This design comes from an exercise in tuning for a short achievable clock period and few clock cycles per item on the open sky130 flow, not from production work. Power is estimated from default activity; no workload was simulated.

==> trial 14: inputs <==
==> flow/design.v <==
`default_nettype none
package spk_out_pkg;
    localparam int FLIT_W      = 59;
    localparam int TYPE_W      = 3;
    localparam int ROUTE_W     = 21;
    localparam int TYPE_MSB    = 58;
    localparam int ROUTE_MSB   = 55;
    localparam int ROUTE_LSB   = 35;
    localparam int NEURON_ID_W = 24;
    localparam int CONT_BIT = 0;
    localparam int DST_ADDR_W = 4;
    localparam int DST_DEPTH  = 16;
    localparam int FIFO_ADDR_W = 1;
    localparam int FIFO_DEPTH  = 2;
    localparam int CREDIT_MAX = 15;
    typedef logic [FLIT_W-1:0]      flit_t;
    typedef logic [TYPE_W-1:0]      flit_type_t;
    typedef logic [ROUTE_W-1:0]     route_t;
    typedef logic [NEURON_ID_W-1:0] neuron_id_t;
    typedef logic [DST_ADDR_W-1:0]  dst_addr_t;
    typedef logic [FIFO_ADDR_W-1:0] fifo_addr_t;
    localparam flit_type_t SPIKE    = 3'b000;
    localparam flit_type_t READ     = 3'b111;
endpackage
`default_nettype wire
`timescale 1ns/1ns
`default_nettype none
import spk_out_pkg::*;
module dst_ram (
    input  wire                    clk,
    input  wire                    rst_n,
    input  wire                    wr_en,
    input  spk_out_pkg::dst_addr_t wr_addr,
    input  spk_out_pkg::route_t    wr_data,
    input  wire                    rd_en,
    input  spk_out_pkg::dst_addr_t rd_addr,
    output spk_out_pkg::route_t    rd_data,
    input  wire                    walk_step,
    input  wire                    walk_busy,
    output spk_out_pkg::route_t    walk_route
);
    spk_out_pkg::route_t  mem [0:DST_DEPTH-1];
    logic [DST_DEPTH-1:0] last;        
    logic [DST_DEPTH-1:0] at;          
    logic [DST_DEPTH-1:0] at_nxt;
    logic                 at_last;
    spk_out_pkg::route_t  after;       
    always_ff @(posedge clk) begin
        if (wr_en) begin
            mem[wr_addr] <= wr_data;
        end
    end
    always_ff @(posedge clk) begin
        if (rd_en) begin
            rd_data <= mem[rd_addr];
        end
    end
    always_ff @(posedge clk) begin
        for (int i = 0; i < DST_DEPTH; i++) begin
            last[i] <= !mem[i][CONT_BIT];
            for (int j = 0; j < i; j++) begin
                if (!mem[j][CONT_BIT]) last[i] <= 1'b0;
            end
        end
    end
    assign at_last = |(at & last);
    assign at_nxt  = at_last ? {{(DST_DEPTH-1){1'b0}}, 1'b1} : {at[DST_DEPTH-2:0], at[DST_DEPTH-1]};
    always_comb begin
        after = '0;
        for (int i = 0; i < DST_DEPTH; i++) begin
            after = after | (mem[(i + 1) % DST_DEPTH] & {ROUTE_W{at[i]}});
        end
    end
    always_ff @(posedge clk or negedge rst_n) begin
        if (!rst_n) begin
            at <= {{(DST_DEPTH-1){1'b0}}, 1'b1};
        end else if (walk_step) begin
            at <= at_nxt;
        end else if (!walk_busy) begin
            at <= {{(DST_DEPTH-1){1'b0}}, 1'b1};
        end
    end
    always_ff @(posedge clk) begin
        if (walk_step) begin
            walk_route <= at_last ? mem[0] : after;
        end else if (!walk_busy) begin
            walk_route <= mem[0];
        end
    end
endmodule
`default_nettype wire
`timescale 1ns/1ns
`default_nettype none
import spk_out_pkg::*;
module data_fifo (
    input  wire                 clk,
    input  wire                 rst_n,
    input  wire                 wr_en,
    input  wire  [FLIT_W:0]     din,
    input  wire                 pop,
    output logic                head_v,
    output logic [FLIT_W:0]     head,
    output logic                full
);
    logic [FLIT_W:0]          mem [0:FIFO_DEPTH-1];
    logic [FIFO_DEPTH-1:0]    wr_sel;      
    logic [FIFO_DEPTH-1:0]    rd_sel;      
    logic [FIFO_ADDR_W:0]     count;       
    logic                     nonempty;    
    logic                     take;
    logic                     rd_adv;
    logic [FLIT_W:0]          rd_data;
    logic [FIFO_ADDR_W:0]     count_nxt;
    assign take   = !head_v || pop;
    assign rd_adv = take && (nonempty || wr_en);
    always_comb begin
        rd_data = '0;
        for (int i = 0; i < FIFO_DEPTH; i++) begin
            rd_data = rd_data | (mem[i] & {(FLIT_W+1){rd_sel[i]}});
        end
    end
    always_ff @(posedge clk) begin
        for (int i = 0; i < FIFO_DEPTH; i++) begin
            if (wr_en && wr_sel[i]) begin
                mem[i] <= din;
            end
        end
    end
    always_ff @(posedge clk) begin
        if (take) begin
            head <= nonempty ? rd_data : din;
        end
    end
    always_comb begin
        count_nxt = count;
        if (wr_en && !take) begin
            count_nxt = count + 1'b1;
        end else if (!wr_en && take && nonempty) begin
            count_nxt = count - 1'b1;
        end
    end
    always_ff @(posedge clk or negedge rst_n) begin
        if (!rst_n) begin
            head_v   <= 1'b0;
            wr_sel   <= {{(FIFO_DEPTH-1){1'b0}}, 1'b1};
            rd_sel   <= {{(FIFO_DEPTH-1){1'b0}}, 1'b1};
            count    <= '0;
            nonempty <= 1'b0;
            full     <= 1'b0;
        end else begin
            if (take) begin
                head_v <= nonempty || wr_en;
            end
            if (wr_en) begin
                wr_sel <= {wr_sel[FIFO_DEPTH-2:0], wr_sel[FIFO_DEPTH-1]};
            end
            if (rd_adv) begin
                rd_sel <= {rd_sel[FIFO_DEPTH-2:0], rd_sel[FIFO_DEPTH-1]};
            end
            count    <= count_nxt;
            nonempty <= (count_nxt != '0);
            full     <= ({1'b0, count} + head_v + !full) > FIFO_DEPTH;
        end
    end
endmodule
`default_nettype wire
`timescale 1ns/1ns
`default_nettype none
import spk_out_pkg::*;
module spike_ingress (
    input  wire                     clk,
    input  wire                     rst_n,
    input  wire                     soma_fire,
    input  spk_out_pkg::neuron_id_t neuron_id,
    input  wire                     config_we,
    input  spk_out_pkg::flit_t      config_flit,
    output logic                    config_full,
    input  wire                     pop,
    output logic                    head_v,
    output logic                    head_rd,
    output spk_out_pkg::flit_t      head
);
    logic  push;
    logic  push_rd;
    spk_out_pkg::flit_t push_data;
    assign push      = soma_fire || config_we;
    assign push_data = soma_fire ? {SPIKE, 21'b0, 11'b0, neuron_id} : config_flit;
    assign push_rd   = !soma_fire && (config_flit[TYPE_MSB:ROUTE_MSB+1] == READ);
    data_fifo i_data_fifo (
        .clk         (clk),
        .rst_n       (rst_n),
        .wr_en       (push),
        .din         ({push_rd, push_data}),
        .pop         (pop),
        .head_v      (head_v),
        .head        ({head_rd, head}),
        .full        (config_full)
    );
endmodule
`default_nettype wire
`timescale 1ns/1ns
`default_nettype none
import spk_out_pkg::*;
module flit_sender (
    input  wire                     clk,
    input  wire                     rst_n,
    output logic                    pop,
    input  wire                     head_v,
    input  wire                     head_rd,
    input  spk_out_pkg::flit_t      head,
    input  wire                     credit_in,
    output logic                    flit_out_wr,
    output spk_out_pkg::flit_t      flit_out,
    input  wire                     dst_we,
    input  spk_out_pkg::dst_addr_t  dst_waddr,
    input  spk_out_pkg::route_t     dst_wdata,
    input  wire                     dst_re,
    input  spk_out_pkg::dst_addr_t  dst_raddr,
    output spk_out_pkg::route_t     dst_rdata
);
    logic                    credit_q;
    logic [CREDIT_MAX-1:0]   credit;      
    logic                    can_send;
    logic                    more;        
    logic                    adv;
    logic                    pass_rd;
    logic                    step;
    spk_out_pkg::route_t     walk_route;
    always_comb begin
        case ({flit_out_wr, credit_q})
            2'b00:   can_send = credit[0];
            2'b01:   can_send = 1'b1;
            2'b10:   can_send = credit[1];
            default: can_send = credit[0];
        endcase
    end
    assign adv     = can_send && (more || head_v);
    assign pop     = can_send && !more && head_v;
    assign pass_rd = pop && head_rd;
    assign step    = adv && !pass_rd;
    always_ff @(posedge clk or negedge rst_n) begin
        if (!rst_n) begin
            credit_q    <= 1'b0;
            credit      <= '1;
            flit_out_wr <= 1'b0;
            more        <= 1'b0;
        end else begin
            credit_q    <= credit_in;
            flit_out_wr <= adv;
            case ({flit_out_wr, credit_q})
                2'b01:   credit <= {credit[CREDIT_MAX-2:0], 1'b1};
                2'b10:   credit <= {1'b0, credit[CREDIT_MAX-1:1]};
                default: credit <= credit;
            endcase
            if (adv) begin
                more <= !pass_rd && walk_route[CONT_BIT];
            end
        end
    end
    always_ff @(posedge clk) begin
        if (pop) begin
            flit_out[TYPE_MSB:ROUTE_MSB+1] <= head[TYPE_MSB:ROUTE_MSB+1];
            flit_out[ROUTE_LSB-1:0]        <= head[ROUTE_LSB-1:0];
        end
        if (adv) begin
            flit_out[ROUTE_MSB:ROUTE_LSB]  <= pass_rd ? head[ROUTE_MSB:ROUTE_LSB] : walk_route;
        end
    end
    dst_ram i_dst_ram (
        .clk        (clk),
        .rst_n      (rst_n),
        .wr_en      (dst_we),
        .wr_addr    (dst_waddr),
        .wr_data    (dst_wdata),
        .rd_en      (dst_re),
        .rd_addr    (dst_raddr),
        .rd_data    (dst_rdata),
        .walk_step  (step),
        .walk_busy  (more),
        .walk_route (walk_route)
    );
endmodule
`default_nettype wire
`timescale 1ns/1ns
`default_nettype none
import spk_out_pkg::*;
module spk_out (
    input  wire                     clk,
    input  wire                     rst_n,
    input  wire                     soma_fire,
    input  spk_out_pkg::neuron_id_t neuron_id,
    input  wire                     config_we,
    input  spk_out_pkg::flit_t      config_flit,
    output logic                    config_full,
    input  wire                     credit_in,
    output logic                    flit_out_wr,
    output spk_out_pkg::flit_t      flit_out,
    input  wire                     dst_we,
    input  spk_out_pkg::dst_addr_t  dst_waddr,
    input  spk_out_pkg::route_t     dst_wdata,
    input  wire                     dst_re,
    input  spk_out_pkg::dst_addr_t  dst_raddr,
    output spk_out_pkg::route_t     dst_rdata
);
    logic               pop;
    logic               head_v;
    logic               head_rd;
    spk_out_pkg::flit_t head;
    spike_ingress i_spike_ingress (
        .clk         (clk),
        .rst_n       (rst_n),
        .soma_fire   (soma_fire),
        .neuron_id   (neuron_id),
        .config_we   (config_we),
        .config_flit (config_flit),
        .config_full (config_full),
        .pop         (pop),
        .head_v      (head_v),
        .head_rd     (head_rd),
        .head        (head)
    );
    flit_sender i_flit_sender (
        .clk         (clk),
        .rst_n       (rst_n),
        .pop         (pop),
        .head_v      (head_v),
        .head_rd     (head_rd),
        .head        (head),
        .credit_in   (credit_in),
        .flit_out_wr (flit_out_wr),
        .flit_out    (flit_out),
        .dst_we      (dst_we),
        .dst_waddr   (dst_waddr),
        .dst_wdata   (dst_wdata),
        .dst_re      (dst_re),
        .dst_raddr   (dst_raddr),
        .dst_rdata   (dst_rdata)
    );
endmodule
`default_nettype wire
==> flow/run.sh <==
#!/bin/bash
# synth_recipe.tcl (not shown) runs the flow's synth.tcl, then flattens the netlist and writes it again
# the make line also repeats each setting of config.mk as NAME=value (left out here)
make -C /OpenROAD-flow-scripts/flow DESIGN_CONFIG=/design/flow/config.mk WORK_HOME=/design/flow/orfs CLKGATE_MAP_FILE= SYNTH_SCRIPT=/design/flow/synth_recipe.tcl finish
==> flow/config.mk <==
export PLATFORM = sky130hd
export DESIGN_NAME = spk_out
export DESIGN_NICKNAME = spk_out
export VERILOG_FILES = /design/flow/design.v
export SDC_FILE = /design/flow/constraint.sdc
export NUM_CORES = 4
export LEC_CHECK = 0
export ABC_CLOCK_PERIOD_IN_PS = 1500
export CAP_MARGIN = 20
export CORE_MARGIN = 2
export CORE_UTILIZATION = 40
export SETUP_SLACK_MARGIN = 2.5
export SLEW_MARGIN = 20
==> flow/constraint.sdc <==
create_clock -name core_clock -period 4.0 [get_ports {clk}]
set_input_delay 0.8000 -clock core_clock [delete_from_list [all_inputs] [get_ports {clk}]]
set_output_delay 0.8000 -clock core_clock [all_outputs]
set_load 0.01 [all_outputs]
==> build 92: changes against trial 14 <==
- CORE_UTILIZATION: 40 -> 65
- CTS_CLUSTER_DIAMETER: unset -> 100
- CTS_CLUSTER_SIZE: unset -> 30
==> summary of the runs <==
In flip-flop and latch count, build 92 and trial 14 do not differ. In synthesized cell count, build 92 and trial 14 do not differ. Die area: build 92 is lower than trial 14 (about 40%). Between trial 14 and build 92, the lower global-route usage is in trial 14 (gap 12 points). Count of clock-buffer cells in the layout: build 92 is lower than trial 14 (42). In trial 14 the clock power is larger than in build 92, by 87%. In build 92 the non-clock buffer count is higher than in trial 14, by 9. Build 92 passed the timing, design-rule and antenna checks. Trial 14 passed the timing, design-rule and antenna checks. Against build 92, the routed wire length of trial 14 is larger by 5.2%.
No run of this note included a check of the RTL's function; only the layout flow was run.

## static timing again, ports no longer ideal
The flow's constraints put no driver on any port. The routed layouts listed below were extracted and timed again, unchanged, in two steps. Step 1, drivers: a clkbuf_16 drives clk and a buf_2 each remaining input, both assumed. Step 2 also shifts input and output timing later by t, the mid clock arrival at the registers, as if the neighbouring blocks saw the same clock. a / b / c = ideal / step 1 / step 2; a / b = the first two.
| run | shift t [ns] | slack for setup (ns) | worst setup path at the end | slew at the worst register clock pin (ns) |
|---|---|---|---|---|
| trial 14 | 0.673 | 1.730 / 1.730 / 1.347 | input to register | 0.06 / 0.06 |
| build 92 | 0.659 | 1.760 / 1.760 / 1.294 | input to register | 0.12 / 0.12 |
After both steps every run listed still meets setup and hold. For build 92, which loses most, drivers alone change the setup slack by 0.000 ns; drivers and shift together by -0.466 ns.
